Source: an optimization exercise on an open RTL-to-GDS flow (aim: small area, a short achievable clock period and few clock cycles). Production flows keep margins and buffers that such runs may drop.
Only simulation tests tie the RTL to the original design; equivalence was not proved.

### flow/run.sh
#!/bin/bash
# synth_recipe.tcl (not shown) runs the flow's synth.tcl, then flattens the netlist and writes it again
# the make line also repeats each setting of config.mk as NAME=value (left out here)
make -C /OpenROAD-flow-scripts/flow DESIGN_CONFIG=/design/flow/config.mk WORK_HOME=/design/flow/orfs CLKGATE_MAP_FILE= SYNTH_SCRIPT=/design/flow/synth_recipe.tcl finish
### flow/config.mk
export PLATFORM = sky130hd
export DESIGN_NAME = gas_chamber_switch_controller
export DESIGN_NICKNAME = gas_chamber_switch_controller
export VERILOG_FILES = /design/flow/design.v
export SDC_FILE = /design/flow/constraint.sdc
export NUM_CORES = 4
export LEC_CHECK = 0
export CAP_MARGIN = 20
export CORE_MARGIN = 2
export CORE_UTILIZATION = 40
export CTS_CLUSTER_DIAMETER = 75
export CTS_CLUSTER_SIZE = 33
export SETUP_SLACK_MARGIN = 4.8
export SLEW_MARGIN = 20
### flow/constraint.sdc
create_clock -name core_clock -period 8.0 [get_ports {clk_i}]
set_input_delay 1.6000 -clock core_clock [delete_from_list [all_inputs] [get_ports {clk_i}]]
set_output_delay 1.6000 -clock core_clock [all_outputs]
set_load 0.01 [all_outputs]
### flow/design.v
`default_nettype none
package gcs_pkg;
  localparam logic [3:0]  ALL_OPEN_CODE = 4'd15;
  localparam logic [3:0]  DUAL_OFFSET   = 4'd3;
  localparam logic [2:0] MODE_NONE     = 3'd0;
  localparam logic [2:0] MODE_PERIODIC = 3'd1;
  localparam logic [2:0] MODE_ADAPTIVE = 3'd2;
  localparam logic [2:0] MODE_ALL_OPEN = 3'd3;
  localparam logic [2:0] MODE_DUAL     = 3'd4;
  localparam logic [2:0] CFG_STRATEGY_MODE   = 3'd0;
  localparam logic [2:0] CFG_MONITORED_TYPE  = 3'd1;
  localparam logic [2:0] CFG_MIN_ACTIVE_MS   = 3'd2;
  localparam logic [2:0] CFG_DECAY_THRESHOLD = 3'd3;
  localparam logic [2:0] CFG_MIN_DIFFERENCE  = 3'd4;
  localparam logic [2:0] CFG_CHAMBERS_IN_USE = 3'd5;
  localparam logic [2:0] CFG_SENSORS_IN_USE  = 3'd6;
endpackage
`default_nettype wire
`default_nettype none
module gcs_div (
  input  wire logic        clk_i,
  input  wire logic        rst_ni,
  input  wire logic        start_i,
  input  wire logic [19:0] dividend_i,
  input  wire logic [3:0]  divisor_i,
  output logic             busy_o,
  output logic             last_o,      
  output logic [15:0]      quotient_o   
);
  logic [3:0]  rem_q, rem_d;
  logic [17:0] quo_q, quo_d;
  logic [3:0]  den_q;
  logic [4:0]  den3_q;
  logic [5:0]  den5_q;
  logic [6:0]  den7_q;
  logic [2:0]  cnt_q;
  logic        busy_q;
  always_comb begin
    logic [6:0] r;
    logic [7:0] t [8];
    logic [6:0] m [8];
    r    = {rem_q, quo_q[17:15]};
    m[0] = '0;
    m[1] = 7'(den_q);
    m[2] = 7'({den_q, 1'b0});
    m[3] = 7'(den3_q);
    m[4] = 7'({den_q, 2'b0});
    m[5] = 7'(den5_q);
    m[6] = 7'({den3_q, 1'b0});
    m[7] = den7_q;
    rem_d = r[3:0];
    quo_d = {quo_q[14:0], 3'd0};
    for (int k = 1; k < 8; k++) begin
      t[k] = {1'b0, r} - {1'b0, m[k]};
      if (!t[k][7]) begin
        rem_d = t[k][3:0];
        quo_d = {quo_q[14:0], 3'(k)};
      end
    end
  end
  always_ff @(posedge clk_i or negedge rst_ni) begin
    if (!rst_ni) begin
      busy_q <= 1'b0;
      cnt_q  <= '0;
    end else if (start_i) begin
      busy_q <= 1'b1;
      cnt_q  <= '0;
    end else if (busy_q) begin
      cnt_q  <= cnt_q + 3'd1;
      if (cnt_q == 3'd5) busy_q <= 1'b0;
    end
  end
  always_ff @(posedge clk_i) begin
    if (start_i) begin
      rem_q  <= {2'b00, dividend_i[19:18]};
      quo_q  <= dividend_i[17:0];
      den_q  <= divisor_i;
      den3_q <= 5'(divisor_i) + {divisor_i, 1'b0};
      den5_q <= 6'(divisor_i) + {divisor_i, 2'b0};
      den7_q <= {divisor_i, 3'b0} - 7'(divisor_i);
    end else if (busy_q) begin
      rem_q <= rem_d;
      quo_q <= quo_d;
    end
  end
  assign busy_o     = busy_q;
  assign last_o     = busy_q && (cnt_q == 3'd5);
  assign quotient_o = quo_d[15:0];
endmodule
`default_nettype wire
`default_nettype none
module gcs_ram (
  input  wire logic        clk_i,
  input  wire logic        we_i,
  input  wire logic [1:0]  wch_i,
  input  wire logic [2:0]  wslot_i,
  input  wire logic [31:0] wdata_i,
  input  wire logic [2:0]  rslot_i,
  output logic [3:0][31:0] rdata_o
);
  logic [31:0] mem_q [32];
  always_ff @(posedge clk_i) begin
    if (we_i) mem_q[{wch_i, wslot_i}] <= wdata_i;
  end
  always_comb begin
    for (int c = 0; c < 4; c++) rdata_o[c] = mem_q[{2'(c), rslot_i}];
  end
endmodule
`default_nettype wire
`default_nettype none
module gas_chamber_switch_controller (
  input  wire logic        clk_i,
  input  wire logic        rst_ni,
  input  wire logic        cfg_we_i,
  input  wire logic [2:0]  cfg_idx_i,
  input  wire logic [31:0] cfg_data_i,
  input  wire logic        in_valid_i,
  output logic             in_ready_o,
  input  wire logic        in_command_i,
  input  wire logic [2:0]  in_chamber_index_i,
  input  wire logic [3:0]  in_sensor_slot_i,
  input  wire logic [15:0] in_sensor_type_i,
  input  wire logic [15:0] in_voltage_i,
  input  wire logic        in_chamber_active_i,
  input  wire logic        in_last_reading_i,
  input  wire logic [31:0] in_now_ms_i,
  output logic             out_valid_o,
  input  wire logic        out_ready_i,
  output logic [2:0]       out_active_chamber_o,
  output logic             out_active_found_o,
  output logic [15:0]      out_monitored_average_o,
  output logic             out_send_command_o,
  output logic [3:0]       out_chamber_command_o
);
  typedef enum logic [4:0] {
    E_IDLE, E_SCAN, E_FOLD, E_MDIV, E_AD1, E_WDIV, E_CMP1, E_CMP2,
    E_SWW, E_PER0, E_PER1, E_PER
  } est_e;
  logic [2:0]  mode_q;
  logic [15:0] mtype_q;
  logic [31:0] min_ms_q;
  logic [15:0] decay_q;
  logic [15:0] mindiff_q;
  logic [1:0]  ncm1_q;    
  logic [2:0]  nsm1_q;    
  logic        mt0_q;     
  logic [3:0]  ns;
  logic [4:0]  ns3;
  always_ff @(posedge clk_i) begin
    ns  <= {1'b0, nsm1_q} + 4'd1;
    ns3 <= 5'({1'b0, nsm1_q} + 4'd1) + {({1'b0, nsm1_q} + 4'd1), 1'b0};
  end
  always_ff @(posedge clk_i or negedge rst_ni) begin
    if (!rst_ni) begin
      mode_q    <= gcs_pkg::MODE_NONE;
      mtype_q   <= '0;
      mt0_q     <= 1'b1;
      min_ms_q  <= '0;
      decay_q   <= '0;
      mindiff_q <= '0;
      ncm1_q    <= 2'd3;
      nsm1_q    <= 3'd7;
    end else if (cfg_we_i) begin
      case (cfg_idx_i)
        gcs_pkg::CFG_STRATEGY_MODE:   mode_q <= cfg_data_i[2:0];
        gcs_pkg::CFG_MONITORED_TYPE: begin
          mtype_q <= cfg_data_i[15:0];
          mt0_q   <= (cfg_data_i[15:0] == 16'd0);
        end
        gcs_pkg::CFG_MIN_ACTIVE_MS:   min_ms_q  <= cfg_data_i;
        gcs_pkg::CFG_DECAY_THRESHOLD: decay_q   <= cfg_data_i[15:0];
        gcs_pkg::CFG_MIN_DIFFERENCE:  mindiff_q <= cfg_data_i[15:0];
        gcs_pkg::CFG_CHAMBERS_IN_USE: begin
          if (cfg_data_i[3:0] < 4'd2)      ncm1_q <= 2'd1;
          else if (cfg_data_i[3:0] > 4'd4) ncm1_q <= 2'd3;
          else                             ncm1_q <= 2'(cfg_data_i[3:0] - 4'd1);
        end
        gcs_pkg::CFG_SENSORS_IN_USE: begin
          if (cfg_data_i[4:0] == 5'd0)     nsm1_q <= 3'd0;
          else if (cfg_data_i[4:0] > 5'd8) nsm1_q <= 3'd7;
          else                             nsm1_q <= 3'(cfg_data_i[4:0] - 5'd1);
        end
        default: ;
      endcase
    end
  end
  logic        rdy_q, irv_q, cons_q;
  logic        ir_cmd, ir_act, ir_last;
  logic [2:0]  ir_ch;
  logic [3:0]  ir_slot;
  logic [15:0] ir_type, ir_volt;
  logic [31:0] ir_now;
  always_ff @(posedge clk_i) begin
    if (rdy_q) begin
      ir_cmd  <= in_command_i;
      ir_ch   <= in_chamber_index_i;
      ir_slot <= in_sensor_slot_i;
      ir_type <= in_sensor_type_i;
      ir_volt <= in_voltage_i;
      ir_act  <= in_chamber_active_i;
      ir_last <= in_last_reading_i;
      ir_now  <= in_now_ms_i;
    end
  end
  assign in_ready_o = rdo_q;
  always_ff @(posedge clk_i) rdy_q <= rst_ni && (!irv_n || !(haz_n || evb_n));
  est_e        st_q, st_d;
  logic        scan_q, scan_d;      
  logic [2:0]  sj_q, sj_d;
  logic [3:0]  flags_q;
  logic        cmd_q;               
  logic [31:0] now_q;
  logic [1:0]  ac_q;
  logic        found_q;
  logic [31:0] dms_q;               
  logic        el_q;                
  logic [15:0] slo_q [4];           
  logic [2:0]  shi_q [4];           
  logic [3:0]  cy_q;                
  logic [15:0] m_q [4];             
  logic        fmf_q;
  logic [15:0] fmv_q;
  logic [2:0]  dc_q;                
  logic        tia_q, dual_q, umean_q;
  logic [15:0] rd_q;                
  logic        fmp_q, ad1w_q;       
  logic [1:0]  oac_q;               
  logic        rdo_q;               
  logic        rfull_q, pfull_q;    
  logic        fixr1_q, fixr2_q, fixp1_q, fixp2_q;
  logic        gtp_q;
  logic [16:0] s17_q;
  logic [1:0]  c_q, best_q, vc_q;
  logic [15:0] vq_q;
  logic        vv_q, swr_q;          
  logic        cache_q;             
  logic [16:0] minv_q;
  logic [16:0] dif_q;
  logic        gt_q;
  logic        send_q;
  logic [3:0]  code_q;
  logic [15:0] rwin_q [10];
  logic [15:0] pwin_q [10];
  logic [3:0]  rcnt_q, pcnt_q;
  logic [19:0] rsum_q, psum_q;
  logic [15:0] peak_q, cur_q;
  logic [31:0] last_q;
  logic        ov_q, ov_d, fin;
  assign out_valid_o             = ov_q;
  assign out_active_chamber_o    = {1'b0, oac_q};
  assign out_active_found_o      = found_q;
  assign out_monitored_average_o = cur_q;
  assign out_send_command_o      = send_q;
  assign out_chamber_command_o   = code_q;
  logic        ir_wr, ir_eval, consume, start;
  logic [3:0][31:0] rdata;
  assign ir_wr   = !ir_cmd && !ir_ch[2] && !ir_slot[3];
  assign ir_eval = ir_cmd || ir_last;
  assign consume = irv_q && cons_q;
  assign start   = consume && ir_eval;
  gcs_ram u_store (
    .clk_i   (clk_i),
    .we_i    (consume && ir_wr),
    .wch_i   (ir_ch[1:0]),
    .wslot_i (ir_slot[2:0]),
    .wdata_i ({ir_type, ir_volt}),
    .rslot_i (sj_q),
    .rdata_o (rdata)
  );
  logic [3:0] flags_d;
  logic [1:0] det_ac;
  logic       det_found;
  always_comb begin
    flags_d = flags_q;
    if (consume && !ir_cmd && !ir_ch[2]) flags_d[ir_ch[1:0]] = ir_act;
    det_ac    = 2'd0;
    det_found = 1'b0;
    for (int i = 3; i >= 0; i--) begin
      if (flags_d[i] && (2'(i) <= ncm1_q)) begin
        det_ac    = 2'(i);
        det_found = 1'b1;
      end
    end
  end
  logic        wd_start, wd_busy, wd_last, wd_dest_q, wd_dest;
  logic [19:0] wd_num;
  logic [3:0]  wd_den;
  logic [15:0] wd_quo;
  gcs_div u_wdiv (
    .clk_i      (clk_i),
    .rst_ni     (rst_ni),
    .start_i    (wd_start),
    .dividend_i (wd_num),
    .divisor_i  (wd_den),
    .busy_o     (wd_busy),
    .last_o     (wd_last),
    .quotient_o (wd_quo)
  );
  logic [3:0]  sm_q;                
  logic [15:0] sv_q [4];
  logic        s2_q, s2f_q, s2last_q;
  logic        fold_q, mdiv_q, push_r_q, push_p_q;
  always_ff @(posedge clk_i or negedge rst_ni) begin
    if (!rst_ni) begin
      s2_q     <= 1'b0;
      s2f_q    <= 1'b0;
      fold_q   <= 1'b0;
      mdiv_q   <= 1'b0;
      push_r_q <= 1'b0;
      push_p_q <= 1'b0;
      fixr1_q  <= 1'b0;
      fixr2_q  <= 1'b0;
      fixp1_q  <= 1'b0;
      fixp2_q  <= 1'b0;
      s2last_q <= 1'b0;
    end else begin
      s2_q     <= scan_q;
      s2f_q    <= scan_q && (sj_q == 3'd0);
      fold_q   <= (st_d == E_FOLD);
      mdiv_q   <= (st_d == E_MDIV);
      push_r_q <= push_r;
      push_p_q <= push_p;
      fixr1_q  <= push_r_q;
      fixr2_q  <= fixr1_q;
      fixp1_q  <= push_p_q;
      fixp2_q  <= fixp1_q;
      s2last_q <= scan_q && (sj_q == nsm1_q);
    end
  end
  always_ff @(posedge clk_i) begin
    for (int c = 0; c < 4; c++) begin
      sm_q[c] <= (rdata[c][31:16] == mtype_q);
      sv_q[c] <= rdata[c][15:0];
    end
  end
  logic        tia_now;
  assign tia_now = !mt0_q && (fmf_q || sm_q[ac_q]);
  logic        push_r, push_p, do_send;
  logic [19:0] newsum_r, newsum_p;
  logic        rd_ok;
  assign newsum_r = rsum_q + 20'(rd_q);
  assign rd_ok    = tia_q ? fmp_q : ad1w_q;
  assign newsum_p = psum_q + 20'(rd_q);
  always_comb begin
    st_d     = st_q;
    scan_d   = scan_q;
    sj_d     = sj_q;
    push_r   = 1'b0;
    push_p   = 1'b0;
    do_send  = 1'b0;
    fin      = 1'b0;
    wd_start = 1'b0;
    wd_num   = newsum_p;
    wd_den   = (rcnt_q == 4'd10) ? 4'd10 : rcnt_q + 4'd1;
    wd_dest  = 1'b0;
    if (scan_q) begin
      sj_d = sj_q + 3'd1;
      if (sj_q == nsm1_q) scan_d = 1'b0;
    end
    case (st_q)
      E_IDLE: begin
        if (start) begin
          if (ir_cmd && cache_q) begin
            st_d   = E_AD1;
          end else if (ir_cmd || mode_q == gcs_pkg::MODE_ADAPTIVE || mode_q == gcs_pkg::MODE_DUAL) begin
            st_d   = E_SCAN;
            scan_d = 1'b1;
            sj_d   = 3'd0;
          end else if (mode_q == gcs_pkg::MODE_PERIODIC) begin
            st_d = E_PER0;
          end else begin
            begin st_d = E_IDLE; fin = 1'b1; end
          end
        end
      end
      E_SCAN: begin
        if (s2last_q) st_d = tia_now ? E_AD1 : E_FOLD;
      end
      E_FOLD: st_d = E_MDIV;
      E_MDIV: begin
        if (dc_q == 3'd7) st_d = E_AD1;
      end
      E_AD1: begin
        if (!wd_busy && (rd_ok || cmd_q || (dual_q && ac_q == 2'd0))) begin
          if (cmd_q || (dual_q && ac_q == 2'd0)) begin
            st_d = E_SWW;
          end else begin
            push_r   = 1'b1;
            wd_start = 1'b1;
            wd_num   = newsum_r;
            wd_dest  = 1'b0;
            st_d     = E_WDIV;
          end
        end
      end
      E_WDIV: begin
        if (wd_last) st_d = E_CMP1;
      end
      E_CMP1: begin
        if (!swr_q && !vv_q) st_d = E_CMP2;
      end
      E_CMP2: begin
        if (gtp_q) begin
          push_p   = 1'b1;
          wd_start = 1'b1;
          wd_den   = (pcnt_q == 4'd10) ? 4'd10 : pcnt_q + 4'd1;
          wd_dest  = 1'b1;
          begin st_d = E_IDLE; fin = 1'b1; end
        end else begin
          do_send = (17'(peak_q) > s17_q) && el_q && gt_q && (dif_q > 17'(mindiff_q));
          begin st_d = E_IDLE; fin = 1'b1; end
        end
      end
      E_SWW: begin
        if (!swr_q && !vv_q) begin
          do_send = 1'b1;
          begin st_d = E_IDLE; fin = 1'b1; end
        end
      end
      E_PER0: st_d = E_PER1;
      E_PER1: st_d = E_PER;
      E_PER:  begin st_d = E_IDLE; fin = 1'b1; end
      default: st_d = E_IDLE;
    endcase
  end
  logic        irv_n, cmd_n, last_n, wr_n, haz_n, evb_n;
  logic [3:0]  slot_n;
  logic [2:0]  ch_n;
  always_comb begin
    ov_d   = (ov_q && !out_ready_i) || fin;
    irv_n  = rdy_q ? in_valid_i : (irv_q && !consume);
    cmd_n  = rdy_q ? in_command_i : ir_cmd;
    last_n = rdy_q ? in_last_reading_i : ir_last;
    slot_n = rdy_q ? in_sensor_slot_i : ir_slot;
    ch_n   = rdy_q ? in_chamber_index_i : ir_ch;
    wr_n   = !cmd_n && !ch_n[2] && !slot_n[3];
    haz_n  = wr_n && scan_d && (slot_n[2:0] > sj_d) && (slot_n[2:0] <= nsm1_q);
    evb_n  = (cmd_n || last_n) && ((st_d != E_IDLE) || ov_d);
  end
  always_ff @(posedge clk_i or negedge rst_ni) begin
    if (!rst_ni) begin
      rdo_q     <= 1'b0;
      cons_q    <= 1'b0;
      irv_q     <= 1'b0;
      st_q      <= E_IDLE;
      scan_q    <= 1'b0;
      sj_q      <= '0;
      flags_q   <= '0;
      rcnt_q    <= '0;
      pcnt_q    <= '0;
      rsum_q    <= '0;
      psum_q    <= '0;
      peak_q    <= '0;
      cur_q     <= '0;
      last_q    <= '0;
      ov_q      <= 1'b0;
      wd_dest_q <= 1'b0;
      swr_q     <= 1'b0;
      cache_q   <= 1'b0;
    end else begin
      if (st_q == E_AD1 && st_d != E_AD1) swr_q <= 1'b1;
      else if (c_q == ncm1_q)             swr_q <= 1'b0;
      if (start && st_d == E_SCAN)                   cache_q <= 1'b1;
      else if ((consume && !ir_cmd) || cfg_we_i)     cache_q <= 1'b0;
      rdo_q   <= !irv_n || !(haz_n || evb_n);
      cons_q  <= !(haz_n || evb_n);
      irv_q   <= irv_n;
      st_q    <= st_d;
      scan_q  <= scan_d;
      sj_q    <= sj_d;
      flags_q <= flags_d;
      ov_q    <= ov_d;
      if (wd_start) wd_dest_q <= wd_dest;
      if (wd_last) begin
        if (wd_dest_q) peak_q <= wd_quo;
        else           cur_q  <= wd_quo;
      end
      if (fixr2_q) rsum_q <= rsum_q - (rfull_q ? 20'(rwin_q[9]) : 20'd0);
      if (fixp2_q) psum_q <= psum_q - (pfull_q ? 20'(pwin_q[9]) : 20'd0);
      if (push_r_q) begin
        rsum_q <= newsum_r;
        if (rcnt_q != 4'd10) rcnt_q <= rcnt_q + 4'd1;
      end
      if (push_p_q) begin
        psum_q <= newsum_p;
        if (pcnt_q != 4'd10) pcnt_q <= pcnt_q + 4'd1;
      end
      if (do_send) begin
        last_q <= now_q;
        peak_q <= '0;
        pcnt_q <= '0;
        psum_q <= '0;
      end
      if (st_q == E_PER && el_q) last_q <= now_q;
    end
  end
  always_ff @(posedge clk_i) begin
    if (push_r_q) begin
      rwin_q[0] <= rd_q;
      for (int i = 1; i < 10; i++) rwin_q[i] <= rwin_q[i-1];
    end
    if (push_p_q) begin
      pwin_q[0] <= rd_q;
      for (int i = 1; i < 10; i++) pwin_q[i] <= pwin_q[i-1];
    end
    rfull_q <= (rcnt_q == 4'd10);
    pfull_q <= (pcnt_q == 4'd10);
  end
  always_ff @(posedge clk_i or negedge rst_ni) begin
    if (!rst_ni) begin
      oac_q   <= '0;
      found_q <= 1'b0;
      send_q  <= 1'b0;
      code_q  <= 4'd0;
    end else begin
      if (start) begin
        oac_q   <= det_ac;
        found_q <= det_found;
        send_q  <= !ir_cmd && (mode_q == gcs_pkg::MODE_ALL_OPEN);
        code_q  <= (!ir_cmd && (mode_q == gcs_pkg::MODE_ALL_OPEN)) ? gcs_pkg::ALL_OPEN_CODE : 4'd0;
      end
      if (do_send) begin
        send_q <= 1'b1;
        code_q <= {2'b00, best_q} + (dual_q ? gcs_pkg::DUAL_OFFSET : 4'd0);
      end
      if (st_q == E_PER && el_q) begin
        send_q <= 1'b1;
        code_q <= (ac_q == ncm1_q) ? 4'd0 : {2'b00, ac_q} + 4'd1;
      end
    end
  end
  always_ff @(posedge clk_i) begin
    dms_q <= now_q - last_q;
    rd_q   <= (!mt0_q && fmf_q) ? fmv_q : slo_q[ac_q];
    fmp_q  <= fmf_q;
    ad1w_q <= (st_q == E_AD1);
    el_q  <= dms_q > min_ms_q;
    if (start) begin
      cmd_q    <= ir_cmd;
      now_q    <= ir_now;
      ac_q     <= det_ac;
      fmf_q    <= 1'b0;
      dual_q   <= !ir_cmd && (mode_q == gcs_pkg::MODE_DUAL);
    end
    if (s2f_q) begin
      for (int c = 0; c < 4; c++) begin
        slo_q[c] <= sv_q[c];
        cy_q[c]  <= 1'b0;
        shi_q[c] <= '0;
        m_q[c]   <= sm_q[c] ? sv_q[c] : 16'hFFFF;
      end
    end else if (s2_q || fold_q) begin
      for (int c = 0; c < 4; c++) begin
        logic [16:0] t;
        t = 17'(slo_q[c]) + 17'(sv_q[c]);
        if (s2_q) begin
          slo_q[c] <= t[15:0];
          cy_q[c]  <= t[16];
        end else begin
          cy_q[c]  <= 1'b0;
        end
        shi_q[c] <= shi_q[c] + 3'(cy_q[c]);
        if (s2_q && sm_q[c] && sv_q[c] < m_q[c]) m_q[c] <= sv_q[c];
      end
    end
    if (s2_q) begin
      if (!fmf_q && sm_q[ac_q]) begin
        fmf_q <= 1'b1;
        fmv_q <= sv_q[ac_q];
      end
    end
    if (fold_q) dc_q <= '0;
    if (mdiv_q) begin
      dc_q <= dc_q + 3'd1;
      for (int c = 0; c < 4; c++) begin
        logic [4:0] r;
        logic [5:0] t1, t2, t3;
        r  = {shi_q[c], slo_q[c][15:14]};
        t1 = {1'b0, r} - {2'b0, ns};
        t2 = {1'b0, r} - {1'b0, ns, 1'b0};
        t3 = {1'b0, r} - {1'b0, ns3};
        if (!t3[5]) begin
          shi_q[c] <= t3[2:0];
          slo_q[c] <= {slo_q[c][13:0], 2'd3};
        end else if (!t2[5]) begin
          shi_q[c] <= t2[2:0];
          slo_q[c] <= {slo_q[c][13:0], 2'd2};
        end else if (!t1[5]) begin
          shi_q[c] <= t1[2:0];
          slo_q[c] <= {slo_q[c][13:0], 2'd1};
        end else begin
          shi_q[c] <= r[2:0];
          slo_q[c] <= {slo_q[c][13:0], 2'd0};
        end
      end
    end
    if (st_q == E_SCAN && s2last_q) tia_q <= tia_now;
    if (st_q == E_AD1 && st_d != E_AD1) begin
      umean_q  <= mt0_q || (!dual_q && !tia_q);
      c_q      <= dual_q ? 2'd1 : 2'd0;
      best_q   <= dual_q ? 2'd1 : 2'd0;
      minv_q   <= (mt0_q || (!dual_q && !tia_q)) ? 17'h1FFFF : 17'h0FFFF;
    end
    vv_q <= swr_q;
    vc_q <= c_q;
    vq_q <= umean_q ? slo_q[c_q] : m_q[c_q];
    if (swr_q) c_q <= c_q + 2'd1;
    if (vv_q && {1'b0, vq_q} < minv_q) begin
      minv_q <= {1'b0, vq_q};
      best_q <= vc_q;
    end
    if (st_q == E_CMP1) begin
      gtp_q <= cur_q > peak_q;
      s17_q <= 17'(cur_q) + 17'(decay_q);
      gt_q  <= 17'(cur_q) > minv_q;
      dif_q <= 17'(cur_q) - minv_q;
    end
  end
endmodule
`default_nettype wire
==> results.toml <==
[power]
p_int_uw = 20900
power_uw = 31900
power_density_nw_per_um2 = 306
p_seq_share_pct = 46.0
p_switching_uw = 11000
p_comb_share_pct = 31.3
p_leak_uw = 0.0377
clockPowerShare_pct = 22.7
peakVddDrop_mv = 0.217
swShare_pct = 34.5

[die]
core-area_um2 = 233000
die_w_um = 488
io_pins = 141
dieArea_um2 = 238000
die_y_um = 488
row_count = 177
start_util_pct = 40.2

[yosys]
synthArstFlopShare_pct = 11.6
syn_area_um2 = 93500
synth.distinct_cells = 100
synth_edf_count = 1701
synthCells = 6308
seq_area_frac_synth_pct = 64.7
ys.flop_type = "edfxtp_1"
yosys_warnings = 11
ys_ff_latch = 2109
synth_area_per_cell_um2 = 14.8

[route]
post_drt_wl_per_cell_um = 24.3
drt_iter0_markers = 5284
drc = 0
vias = 53200
postRouteAntennaNets = 0
dr.pass1.iters = 7
finalWirelength_um = 233000
viasPerCell = 5.53

[timing]
period_share_pct = 39.2
setup_viol = 0
hold_slack_ns = 0.356
fin_ws_ns = 4.86
rsz0062_at_grt = "no"
worst_pin_slew_ns = 1.15
slew_violations = 0
finClkSkew_ns = 0.0535
slew_headroom_pct = 23.6
min_period_ns = 3.14
fin_tns_setup_ns = 0
hold_violations = 0
fmax_mhz = 319

[worst_hold_path]
hold_path_depth = 0
hold_path_class = "flip-flop to flip-flop"
hp-start = "fixp1_q"
min_to = "fixp2_q"

[global_route]
grt_pass1_wl_um = 345000
grt_usage_pct = 19.4
grt_pass1_vias = 53000
grt_remaining_overflow = 0
antenna_found_initial = 8
grt_max_degree = 94

[cts]
clk_latency_ns = 0.82
htree_levels = 3
clock-sinks = 2109
cts_root_buffer = "clkbuf_16"
numCtsBuffers = 111
cts_tree = "built"
path_clk_slew_ns = 0.10
cts_buffer_depth = 3

[setup_path]
crit_path_start_kind = "flip-flop"
crit_arrival_ns = 3.81
r2r-end = "dms_q[30]"
end_kind = "flip-flop"
path_class = "flip-flop to flip-flop"
cp_max_fo = 3
reg2reg_from = "now_q[0]"
r2r_cells = 12
reg2reg_slack_ns = 4.86
required_ns = 8.67

[cells_and_area]
mostFrequentLayoutCell = "edfxtp_1"
layout_common_cells = "edfxtp_1 (1701), ha_1 (465), nand2_1 (415)"
fin_nets = 7087
final_util_pct = 44.9
drive_gt1_share_pct = 14.2
area_growth_pct = 11.7
num-fill-cells = 20400

[place]
numPortBuffers = 139
gp_congestion = 0.878
post-place-ws_ns = 3.85
dp_hpwl_um = 160000

[status]
status = "finished clean"

[job]
cap_violations = 0
[synth_stat cells (64+ instances only)]
cell,n,area (um2)
mux2_2,130,1460
dfxtp_1,164,3280
dfrtp_1,238,5960
o21ai_0,263,1320
inv_1,399,1500
mux2i_1,106,1060
ha_1,471,5890
xor2_1,147,1290
o21a_1,96,721
a222oi_1,64,641
mux4_2,273,6150
nor3_1,71,355
nor2_1,247,927
clkbuf_1,145,544
nand2_1,418,1570
xnor2_1,130,1140
nand2b_1,116,726
a211oi_1,65,488
edfxtp_1,1701,51100
nor2b_1,80,500
a21oi_1,274,1370
a21o_1,102,766
[worst max path at each step]
stage / from / end / cells past startpoint
6_report: now_q[0] / dms_q[30] / 12
5_1_grt: u_wdiv.quo_q[16] / u_wdiv.rem_q[0] / 11
4_1_cts: cur_q[15] / out_monitored_average_o[15] / 1
3_5_place_dp: in_sensor_slot_i[0] / rdy_q / 10
3_3_place_gp: in_sensor_slot_i[0] / rdy_q / 10
2_1_floorplan: in_sensor_slot_i[1] / rdy_q / 9
[kinds of logic after synthesis]
logic type                 count (synthesis)  share of synthesized area [%]
DFF                                     2109                           64.7
and+or+nand+nor                         1152                           5.89
AOI/OAI and AO/OA                       1124                           7.97
buffers and inverters                    634                           2.63
muxes                                    510                           9.29
adders and majority gates                501                           6.94
xor gates and xnor gates                 277                           2.59
other                                      1                        0.00401
[flip-flops by register name, indices dropped and copies added (netlist names), 17 cells and up]
register / count
u_store.mem_q: 1024
pwin_q: 160
rwin_q: 160
m_q: 64
slo_q: 64
sv_q: 64
dms_q: 32
ir_now: 32
last_q: 32
min_ms_q: 32
now_q: 32
psum_q: 20
rsum_q: 20
u_wdiv.quo_q: 18
dif_q: 17
minv_q: 17
s17_q: 17
[power by group through the flow]
stage,Combinational (uW),Clock [uW],Sequential [uW]
floorplan,7510,0,14000
global placement,9580,0,14900
finish,10000,7250,14700
CTS,9920,7440,14700
detailed placement,9770,0,14900
global route,11100,7810,14800
[metal layers]
layer | vias to the layer above | GRT usage, % | wire, um | share of wire [%]
met2 | 1304 | 33.5 | 117000 | 50
met3 | 243 | 2.24 | 11400 | 4.9
met4 | 0 | 5.17 | 6340 | 2.7
met1 | 27500 | 25.9 | 98800 | 42
met5 | - | 0 | 0 | 0
li1 | 24200 | - | - | -
[worst max-delay path, cell delays in order, from the launching register on]
cell       delay (ns)
edfxtp_1         0.41
inv_1            0.08
ha_1             0.19
fa_2             0.26
nor2b_4          0.05
o2111ai_2        0.22
nand3_2          0.21
and3_4           0.22
o21ai_4          0.32
o31ai_4          0.13
a221oi_2         0.31
nor3b_1          0.08
or4_1            0.50
[repair_timing]
| action | in CTS | in global routing |
|---|---|---|
| setup endpoints to repair | 127 | 113 |
| pin swaps | 2 | 12 |
| gates cloned | 3 | 0 |
| resized for setup | 101 | 76 |
| hold buffers | 0 | 0 |
| endpoints found under the hold margin | 0 | 0 |
| buffers inserted | 22 | 11 |
[metrics by stage]
stage                     area [um2]  std cells
final                         104000       9616
after global routing          104000       9614
after floorplan                93500       6309
after detailed placement       99100       9348
after CTS                     104000       9585
after global placement         98600       9327
[cell type report]
cell class                 count  area, um2  area share [%]
sequential                  2109      60600            58.0
multi-input combinational   3566      31200            29.8
tap                         3043       3810            3.64
timing repair buffer         282       3050            2.92
clock buffer                 128       2940            2.81
inverter                     401       1510            1.45
clock inverter                84       1420            1.36
timing repair inverter         1       7.51         0.00719
antenna                        2       5.00         0.00479
Testbench counts, summed over its fixed seeds: cycles 23,192.

==> what the ideal ports hide <==
In the flow no input, the clock included, has a driving cell. The finished layout below was timed again as built, in two steps. Step 1 assumes that a clkbuf_16 drives the clock port and a buf_2 every other input. Step 2, shift: input delay + t, output delay - t, t = (earliest + latest rising clock arrival at the registers) / 2. This alone moves slack from input paths to output paths. a / b / c = ideal / step 1 / step 2; a / b = the first two.
t (ns): 0.877
setup slack, ns: 4.863 / 4.792 / 4.055
hold slack, ns: 0.356 / 0.356 / 0.356
cell pins on the clock port's net: 1
After both steps this run still meets setup and hold. The setup slack of this run moves by -0.071 ns with the drivers and by -0.808 ns with both steps.
